This design comes from an exercise in tuning for small area on the open sky130 flow, not from production work. The RTL was checked by simulation tests, not by an equivalence proof against the original design. Power is estimated from default activity; no workload was simulated.

$ cat design/flow/config.mk
export PLATFORM = sky130hd
export DESIGN_NAME = reg_file_mp
export DESIGN_NICKNAME = reg_file_mp
export VERILOG_FILES = /design/flow/design.v
export SDC_FILE = /design/flow/constraint.sdc
export NUM_CORES = 4
export LEC_CHECK = 0
export CAP_MARGIN = 20
export CORE_MARGIN = 2
export CORE_UTILIZATION = 45
export PLACE_DENSITY = 0.6
export SLEW_MARGIN = 20
$ cat design/flow/constraint.sdc
create_clock -name core_clock -period 6.0 [get_ports {clk}]
set_input_delay 1.2000 -clock core_clock [delete_from_list [all_inputs] [get_ports {clk}]]
set_output_delay 1.2000 -clock core_clock [all_outputs]
set_load 0.01 [all_outputs]
$ cat design/flow/design.v
module reg_file_mp #(
    parameter int XLEN        = 32,
    parameter int NREGS       = 16,
    parameter int AW          = 4,
    parameter int NRP         = 2,
    parameter int BYPASS      = 1,
    parameter int HARDWIRE_X0 = 1
) (
    input  logic                 clk,
    input  logic                 reset,
    input  logic [NRP*AW-1:0]    rs,
    output logic [NRP*XLEN-1:0]  rdata,
    output logic [NRP-1:0]       rs_busy,
    input  logic [1:0]           we,
    input  logic [2*AW-1:0]      rd,
    input  logic [2*XLEN-1:0]    wd,
    input  logic                 issue_valid,
    input  logic [AW-1:0]        issue_rd,
    output logic                 any_busy
);
    function automatic logic is_x0(input logic [AW-1:0] addr);
        is_x0 = (HARDWIRE_X0 != 0) && (addr == {AW{1'b0}});
    endfunction
    logic [XLEN-1:0]  regs_r [NREGS];
    logic [NREGS-1:0] busy_r;
    logic [NREGS-1:0] busy_nxt_s;
    logic [AW-1:0]    rd0_s;
    logic [AW-1:0]    rd1_s;
    logic [XLEN-1:0]  wd0_s;
    logic [XLEN-1:0]  wd1_s;
    logic             wr0_en_s;
    logic             wr1_en_s;
    logic             iss_en_s;
    assign rd0_s = rd[0 +: AW];
    assign rd1_s = rd[AW +: AW];
    assign wd0_s = wd[0 +: XLEN];
    assign wd1_s = wd[XLEN +: XLEN];
    always_comb begin
        wr0_en_s = 1'b0;
        wr1_en_s = 1'b0;
        iss_en_s = 1'b0;
        if (is_x0(rd0_s)) begin
            wr0_en_s = 1'b0;
        end else begin
            wr0_en_s = we[0];
        end
        if (is_x0(rd1_s)) begin
            wr1_en_s = 1'b0;
        end else begin
            wr1_en_s = we[1];
        end
        if (is_x0(issue_rd)) begin
            iss_en_s = 1'b0;
        end else begin
            iss_en_s = issue_valid;
        end
    end
    always_ff @(posedge clk or posedge reset) begin
        if (reset) begin
            for (int k = 0; k < NREGS; k++) begin
                regs_r[k] <= {XLEN{1'b0}};
            end
        end else begin
            if (wr0_en_s) begin
                regs_r[rd0_s] <= wd0_s;
            end
            if (wr1_en_s) begin
                regs_r[rd1_s] <= wd1_s;
            end
        end
    end
    always_comb begin
        busy_nxt_s = busy_r;
        for (int k = 0; k < NREGS; k++) begin
            if (iss_en_s && (issue_rd == AW'(k))) begin
                busy_nxt_s[k] = 1'b1;
            end else if ((wr0_en_s && (rd0_s == AW'(k))) ||
                         (wr1_en_s && (rd1_s == AW'(k)))) begin
                busy_nxt_s[k] = 1'b0;
            end else begin
                busy_nxt_s[k] = busy_r[k];
            end
        end
    end
    always_ff @(posedge clk or posedge reset) begin
        if (reset) begin
            busy_r <= {NREGS{1'b0}};
        end else begin
            busy_r <= busy_nxt_s;
        end
    end
    genvar gi;
    generate
        for (gi = 0; gi < NRP; gi++) begin : g_rport
            logic [AW-1:0]   addr_s;
            logic [XLEN-1:0] data_s;
            assign addr_s = rs[gi*AW +: AW];
            always_comb begin
                data_s = regs_r[addr_s];
                if (reset || is_x0(addr_s)) begin
                    data_s = {XLEN{1'b0}};
                end else if ((BYPASS != 0) && wr1_en_s && (rd1_s == addr_s)) begin
                    data_s = wd1_s;
                end else if ((BYPASS != 0) && wr0_en_s && (rd0_s == addr_s)) begin
                    data_s = wd0_s;
                end else begin
                    data_s = regs_r[addr_s];
                end
            end
            assign rdata[gi*XLEN +: XLEN] = data_s;
            assign rs_busy[gi] = (reset || is_x0(addr_s)) ? 1'b0 : busy_r[addr_s];
        end
    endgenerate
    assign any_busy = reset ? 1'b0 : (|busy_r);
endmodule
$ cat design/flow/run.sh
#!/bin/bash
# synth_recipe.tcl (not shown) runs the flow's synth.tcl, then flattens the netlist and writes it again
# the make line also repeats each setting of config.mk as NAME=value (left out here)
make -C /OpenROAD-flow-scripts/flow DESIGN_CONFIG=/design/flow/config.mk WORK_HOME=/design/flow/orfs CLKGATE_MAP_FILE= SYNTH_SCRIPT=/design/flow/synth_recipe.tcl finish
==> reports/qor.txt <==
Post-DR wirelength/cell: 36.2 um
H-tree depth: 2
Synth Area in Compound Gates: 0.225
Slowest-stage cell, CP: o32ai_1
Congestion Overflow GR: 0
RSZ-0062 raised after global routing: no
Fill count: 6,813
Synthesis-to-finish area growth: 15.0%
Logic pwr share: 0.251
Reg clk slew, reported paths: 60 ps
Largest family of logic cells by synthesized area: compound AO/OA/AOI/OAI gates
Final wirelength: 170 mm
Setup Buffers After CTS: 0
Post-synth top area share: 0.377
Synth area leaders: dfrtp_1 (38%), mux2i_1 (17%), a21oi_1 (6.7%)
Worst path required time: 4800 ps
Ys Warns: 2
Switching Fraction: 0.346
Clk root buf: clkbuf_16
Distinct cells, synth: 82
Pwr/cell area: 321 nW/um^2
Largest net degree at the start of global routing: 163
Via count: 33,400
Yosys top cell by area: dfrtp_1
# rows: 99
Worst Setup End Kind: output port
Cells after DPL: 4,568
Initial Util: 0.452
CTS tree: done
Highest clock rate: 0.170 GHz
Most frequent CP cell: buf_4
Die area: 75,300 sq um
Routed Antenna Nets: 0
# resized after CTS: 0
Sink Count: 496
Post-synthesis adder-cell area fraction: 0
Dpl hpwl: 107 mm
Max-cap violations: 0
CP max FO: 33
Post-synth ARST share: 1.00
DR vias/cell: 7.14
Setup Viol. Count Final: 0
Setup TNS: 0 ps
Final Cycle Share: 0.981
Final core occ: 0.520
Clock network power share: 0.325
WS Path Type: primary input to output port
Total Nets Final: 3,758
Pleak: 0.0154 uW
Peak VDD IR: 0.000237 V
All-Layer GR Usage: 0.442
Drt pass-1 iters: 9
Post-Syn Area: 32,900 sq um
Final hold vios: 0
Peak per-stage delay on the critical path: 770 ps
Tmin final: 5890 ps
Max-slew violations: 0
IO Count: 156
Relative slew slack: 0.199
Post-Syn Area per Cell: 8.98 sq um
Routability-driven placement congestion ratio: 1.04
Height of the die: 274 um
Finished Layout Cells: 4,683
Vias in the first global route: 31,000
Critical path startpoint category: primary input
Synth Register Bits: 496
Most common cell after layout, fill and taps aside: mux2i_1
Cells along the critical path: buf_4 > buf_12 > xor2_1 > nor3_2 > nand3_2 > buf_4 > nand2_1 > o32ai_1 > buf_4 > clkdlybuf4s50_1
Prevailing post-synth register cell: dfrtp_1
Cells after synthesis: 3,663
CTS Hold Bufs: 0
Clock buffer depth: 3
Post-Synth XOR/XNOR Area: 0.00426
Worst Tran Pin Value: 1200 ps
Worst hold-check path type: register to register
Crit path DAT: 4690 ps
Number of DRC markers in iteration 0: 6,232
Commonest cells after routing, fill and taps aside: mux2i_1 (572), dfrtp_1 (496), nor2_1 (452)
Seq/Total Area, Yosys: 0.377
Port bufs: 155
Die Wd: 274 um
Net switching power: 4210 uW
Status: no timing/DRC/antenna violations
Clock Skew: 0 ps
Synth Area in Simple Gates: 0.123
Core area: 72,700 sq um
DRC: 0
Mapped Nets: 3,752
Worst-Skew Late Latency: 630 ps
Worst Path Buf+Inv: 5
CTS buffer count: 58
Initial antenna violation count: 11
Sequential fraction of design power: 0.423
Mux contribution to synthesized area: 0.206
Internal power: 7940 uW
First-pass GRT wire length: 237 mm
Number of flops mapped to enable cells by yosys: 0
Fraction of layout cells with a size suffix above 1: 0.136
Top delay family on crit path: buffers and inverters
==> worst paths after layout <==
kind | from | endpoint | slack [ps] | depth (start not counted)
max in group asynchronous | reset | regs_r[3][8] | 2200 | 5
min in group asynchronous | reset | regs_r[10][20] | 1490 | 3
hold reg to reg | busy_r[0] | busy_r[0] | 430 | 0
setup / recovery | rs[4] | rdata[42] | 110 | 10
hold / removal | busy_r[0] | busy_r[0] | 430 | 0
setup reg to reg | regs_r[15][11] | regs_r[15][11] | 5110 | 2
==> cells in the mapped netlist, types with 9 or more instances <==
library cell	number
mux2i_1	572
dfrtp_1	496
nor2_1	453
a21oi_1	443
nand2_1	226
clkbuf_1	195
o21ai_0	159
a22oi_1	154
buf_2	124
a221oi_1	77
o22ai_1	70
buf_1	64
nor3_1	58
o21ai_1	43
a22o_1	42
mux2_2	40
buf_4	35
o221ai_1	29
nand3_1	24
mux4_2	23
nor4_1	23
a32oi_1	21
buf_6	20
nor2_2	20
a211oi_1	18
nor2b_1	17
and2_1	15
nand2b_1	13
a32o_1	12
o221ai_2	10
nor3_2	9
==> per-stage QoR <==
stage	worst slack [ps]	hold slack (ps)	instance area (sq um)	total power, uW
2_1_floorplan	-4410	463	32900	6790
3_3_place_gp	287	416	35700	7990
3_5_place_dp	271	417	35700	8060
4_1_cts	259	430	37800	12000
5_1_grt	171	447	37800	12500
6_report	114	434	37800	12200
==> routing by layer <==
| layer | vias to the layer above | wire length (um) | share of wire | track usage |
|---|---|---|---|---|
| met4 | 14 | 14400 | 0.085 | 0.295 |
| met1 | 16000 | 62000 | 0.37 | 0.570 |
| met2 | 3042 | 67700 | 0.40 | 0.613 |
| met3 | 920 | 25600 | 0.15 | 0.166 |
| li1 | 13500 | - | - | - |
| met5 | - | 100 | 0.00059 | 0 |
==> power groups by stage <==
stage,registers [uW],logic [uW],clock network (uW)
after global routing,5190,3260,4080
after floorplan,4750,2050,0
after CTS,5060,2950,3940
final,5150,3060,3950
after global placement,5090,2900,0
after detailed placement,5110,2950,0
==> sequential cells by signal (all words and copies together), names as in the netlist <==
register / cells
busy_r: 16
regs_r: 480
==> cell type report <==
class | instances | area [sq um] | share of cell area
multi-input combinational | 2716 | 18600 | 0.491
sequential | 496 | 12400 | 0.328
timing repair buffer | 384 | 3490 | 0.0922
clock buffer | 82 | 1760 | 0.0464
tap | 959 | 1200 | 0.0317
clock inverter | 24 | 334 | 0.00883
inverter | 13 | 52.6 | 0.00139
antenna | 9 | 22.5 | 0.000596
==> kinds of logic after synthesis <==
logic type | Yosys count
DFF | 496
buffers and inverters | 451
AOI/OAI and AO/OA | 1152
and+or+nand+nor | 907
xor gates and xnor gates | 16
muxes | 641

[port drivers added, routing unchanged]
Ports are ideal in the flow. The routed layout listed here was re-timed in OpenROAD. Step 1 sets driving cells, clkbuf_16 on the clock port and buf_2 on the other inputs (assumed; they add their load-dependent delay and slew). Step 2 also shifts input and output timing later by t, the mid clock arrival at the registers, as if the neighbouring blocks saw the same clock. Three values: ideal ports, drivers, drivers and shift; two values: the first two.
t, ns: 0.710
slack for setup (ns): 0.114 / 0.086 / 0.086
worst setup path at the end: input to output
slew at the worst register clock pin (ns): 0.07 / 0.07
cell pins on the clock port's net: 1
After both steps setup and hold are still met in this run. For this run, drivers alone change the setup slack by -0.028 ns; drivers and shift together by -0.028 ns.
